This is an optimization exercise on Yosys and OpenROAD, whose aim is small area, a short achievable clock period and few clock cycles, not a production implementation.
In this exercise RTL edits were held to simulation tests only and were not proved equivalent to the original.
Power and IR drop assume default switching activity.

==> run B: inputs <==
==> flow/design.v (excerpt) <==
module cpu_top (
    input  logic                       clk,
    input  logic                       rst_n,
    input  logic                       run,
    input  logic                       prog_valid,
    input  cpu_pkg::prog_wr_t          prog,
    output logic                       retire_valid,
    output cpu_pkg::retire_t           retire,
    output logic                       awvalid,
    input  logic                       awready,
    output logic [32-1:0] awaddr,
    output logic                       wvalid,
    input  logic                       wready,
    output cpu_pkg::word_t             wdata,
    output logic [1:0]                 wstrb,
    input  logic                       bvalid,
    output logic                       bready
);
==> flow/config.mk <==
export PLATFORM = sky130hd
export DESIGN_NAME = cpu_top
export DESIGN_NICKNAME = cpu_top
export VERILOG_FILES = /design/flow/design.v
export SDC_FILE = /design/flow/constraint.sdc
export NUM_CORES = 4
export LEC_CHECK = 0
export CAP_MARGIN = 20
export CORE_MARGIN = 2
export CORE_UTILIZATION = 22
export CTS_BUF_LIST = sky130_fd_sc_hd__clkbuf_8
export CTS_CLUSTER_DIAMETER = 60
export CTS_CLUSTER_SIZE = 15
export PLACE_DENSITY = 0.35
export SETUP_SLACK_MARGIN = 5
export SLEW_MARGIN = 20
export TNS_END_PERCENT = 0
==> flow/constraint.sdc <==
create_clock -name core_clock -period 10.0 [get_ports {clk}]
set_input_delay 2.0000 -clock core_clock [delete_from_list [all_inputs] [get_ports {clk}]]
set_output_delay 2.0000 -clock core_clock [all_outputs]
set_load 0.01 [all_outputs]
standard.sh (not shown) runs the stock make flow with config.mk's settings and CLKGATE_MAP_FILE= SYNTH_SCRIPT=/design/flow/synth_recipe.tcl, a recipe that flattens the netlist after the stock synthesis.
==> flow/flow/run.sh <==
#!/bin/bash
set -euo pipefail
MARGIN=${MARGIN:-7}
sed -E "s/SETUP_SLACK_MARGIN=[-0-9.]+/SETUP_SLACK_MARGIN=${MARGIN}/" standard.sh > standard_margin.sh
grep -q "SETUP_SLACK_MARGIN=${MARGIN}" standard_margin.sh
bash standard_margin.sh > standard_margin.log 2>&1
==> run X (differences from run B) <==
--- a/flow/config.mk
+++ b/flow/config.mk
@@ -10,5 +10,4 @@
 export CORE_UTILIZATION = 22
-export CTS_BUF_LIST = sky130_fd_sc_hd__clkbuf_8
-export CTS_CLUSTER_DIAMETER = 60
-export CTS_CLUSTER_SIZE = 15
+export CTS_CLUSTER_DIAMETER = 80
+export CTS_CLUSTER_SIZE = 20
 export PLACE_DENSITY = 0.35
@@ -16,2 +15,2 @@
 export SLEW_MARGIN = 20
-export TNS_END_PERCENT = 0
+export TNS_END_PERCENT = 5
==> notes.md <==
* Top power group: sequential cells
* Setup bufs post-CTS at 198
* Max_slew headroom at 11.3%
* Comb power frac at 37.0%
* Final #Nets at 19.3k
* Vias per cell at 4.94
* Initial antenna violation count at between 100 and 150
* Status: finished clean
* First-pass GRT wire length at 1910000 µm
* Number of non-clock buffers at roughly 1.6k
* CP peak stage delay at slightly below 1 ns
* # diodes at 37
* Sequential share of cell area at 68.6%
* Worst Path Max Fanout at 35
* Clkbuf count at 760
The numbers above come from run B.

==> notes.md <==
* Clkbuf count at 693
* CP peak stage delay at 0.75 ns
* # diodes at 36
* Final #Nets at between 15k and 20k
* CP Buf/Inv Count at 6
* Clock network power share at 21.9%
* Comb power frac at between 30 and 40%
* Max_slew headroom at between 10% and 20%
* IO buf count at 90
* Core footprint at 1.49 mm²
* Sequential share of cell area at 65.5%
* Number of non-clock buffers at between 2k and 2.5k
* Setup bufs post-CTS at 663
* Max Fclk at 0.213 GHz
* Top power group: combinational logic
* Vias per cell at 5.03
* Initial antenna violation count at 106
* Hold crit path type: register to register
* Status: finished clean
The numbers above come from run X.

Testbench counts of run B, summed over its fixed seeds: cycles 20,369.
Testbench counts of run X, summed over its fixed seeds: cycles 20,369.

---

==> wip/delta <==
Starting RTL as in the previous note.
clock: 10.0 ns
lec_check: 0
cap_margin: 20
core_margin: 2
core_utilization: 22
cts_cluster_diameter: 80
cts_cluster_size: 20
place_density: 0.35
setup_slack_margin: 5
slew_margin: 20
run.sh (not shown) runs the stock make flow with config.mk's settings and CLKGATE_MAP_FILE= SYNTH_SCRIPT=/design/flow/synth_recipe.tcl, a recipe that flattens the netlist after the stock synthesis.
Stock flow here: none of the scripts above is used.
==> inputs of wip/indigo, as changes to wip/delta <==
==> flow/flow/run.sh (new file) <==
#!/bin/bash
set -euo pipefail
MARGIN=${MARGIN:-7}
sed -E "s/SETUP_SLACK_MARGIN=[-0-9.]+/SETUP_SLACK_MARGIN=${MARGIN}/" standard.sh > standard_margin.sh
grep -q "SETUP_SLACK_MARGIN=${MARGIN}" standard_margin.sh
bash standard_margin.sh > standard_margin.log 2>&1
==> flow/standard.sh (new file) <==
#!/bin/bash
# synth_recipe.tcl (not shown) runs the flow's synth.tcl, then flattens the netlist and writes it again
# the make line also repeats each setting of config.mk as NAME=value (left out here)
make -C /OpenROAD-flow-scripts/flow DESIGN_CONFIG=/design/flow/config.mk WORK_HOME=/design/flow/orfs CLKGATE_MAP_FILE= SYNTH_SCRIPT=/design/flow/synth_recipe.tcl "${@:-finish}"
- CTS_CLUSTER_DIAMETER: 80 -> default
- CTS_CLUSTER_SIZE: 20 -> default
- TNS_END_PERCENT: default -> 5
removed: flow/run.sh
==> inputs of wip/maple, as changes to wip/delta <==
- CTS_CLUSTER_DIAMETER: 80 -> default
- CTS_CLUSTER_SIZE: 20 -> default
==> comparison table <==
                                                                   wip/delta                wip/indigo        wip/maple
Placed cell count                                                      37740                     37678            37740
Measured slew at the worst slew-check pin                            1300 ps                   1300 ps          1300 ps
Via-per-instance ratio                                                  4.93                      4.99             4.89
Period utilisation layout                                              0.506                     0.465            0.513
Highest cell delay on the worst timing path                           770 ps                    670 ps           680 ps
Max-slew headroom at the worst pin                                     0.133                     0.122            0.122
DRT iter0 DRCs                                                         23032                     25769            22575
Later-pin clock latency in the skew report                           1210 ps                   1290 ps          1270 ps
Cell seen most often among critical-path stages      sky130_fd_sc_hd__nor2_1  sky130_fd_sc_hd__nand4_1                -
Worst flop-to-flop path startpoint                           u_core.pc_lo[7]          u_core.pc_lo[10]  u_core.pc_lo[9]
Post-place setup slack                                               3450 ps                   3170 ps          3450 ps
Worst setup endpoint                                        u_core.rs_hot[2]           u_core.pc_lo[6]  u_core.pc_lo[7]
Total track usage                                                      0.184                     0.200            0.185
Fraction of layout cells with a size suffix above 1                    0.174                     0.256            0.192
Status                                                        finished clean            finished clean   finished clean
Slack of the critical path                                           4940 ps                   5350 ps          4870 ps
Layout overhead on the synthesized area                                16.7%                     26.0%            20.5%
Via count                                                             191330                    201469           194198
Antenna violations before repair                                         107                       107              108
Testbench counts of wip/delta, summed over its fixed seeds: cycles 20,369.
Testbench counts of wip/indigo, summed over its fixed seeds: cycles 20,369.
Testbench counts of wip/maple, summed over its fixed seeds: cycles 20,369.

-- port drivers added, routing unchanged --
How much do the figures lean on ideal ports? The routed layouts below were timed once more, with nothing changed but the port constraints. Step 1 sets driving cells, clkbuf_16 on the clock port and buf_2 on the other inputs (assumed; they add their load-dependent delay and slew). Step 2 moves the port delays by t, midway between the first and last clock arrival at a register: inputs arrive t later, outputs are due t later. That takes back most of the time a late clock gives input paths. Slacks: ideal ports / drivers / drivers and shift; pairs: ideal ports / drivers.
| run | t (ns) | setup slack, ns | worst setup path after step 2 |
|---|---|---|---|
| run B | 1.618 | 5.161 / 5.161 / 5.161 | register to register |
| run X | 1.359 | 5.312 / 5.312 / 5.312 | register to register |
| wip/delta | 1.328 | 4.941 / 4.941 / 4.941 | register to register |
| wip/indigo | 1.408 | 5.345 / 5.345 / 5.345 | register to register |
| wip/maple | 1.374 | 4.868 / 4.868 / 4.868 | register to register |
After both steps every run listed still meets setup and hold.
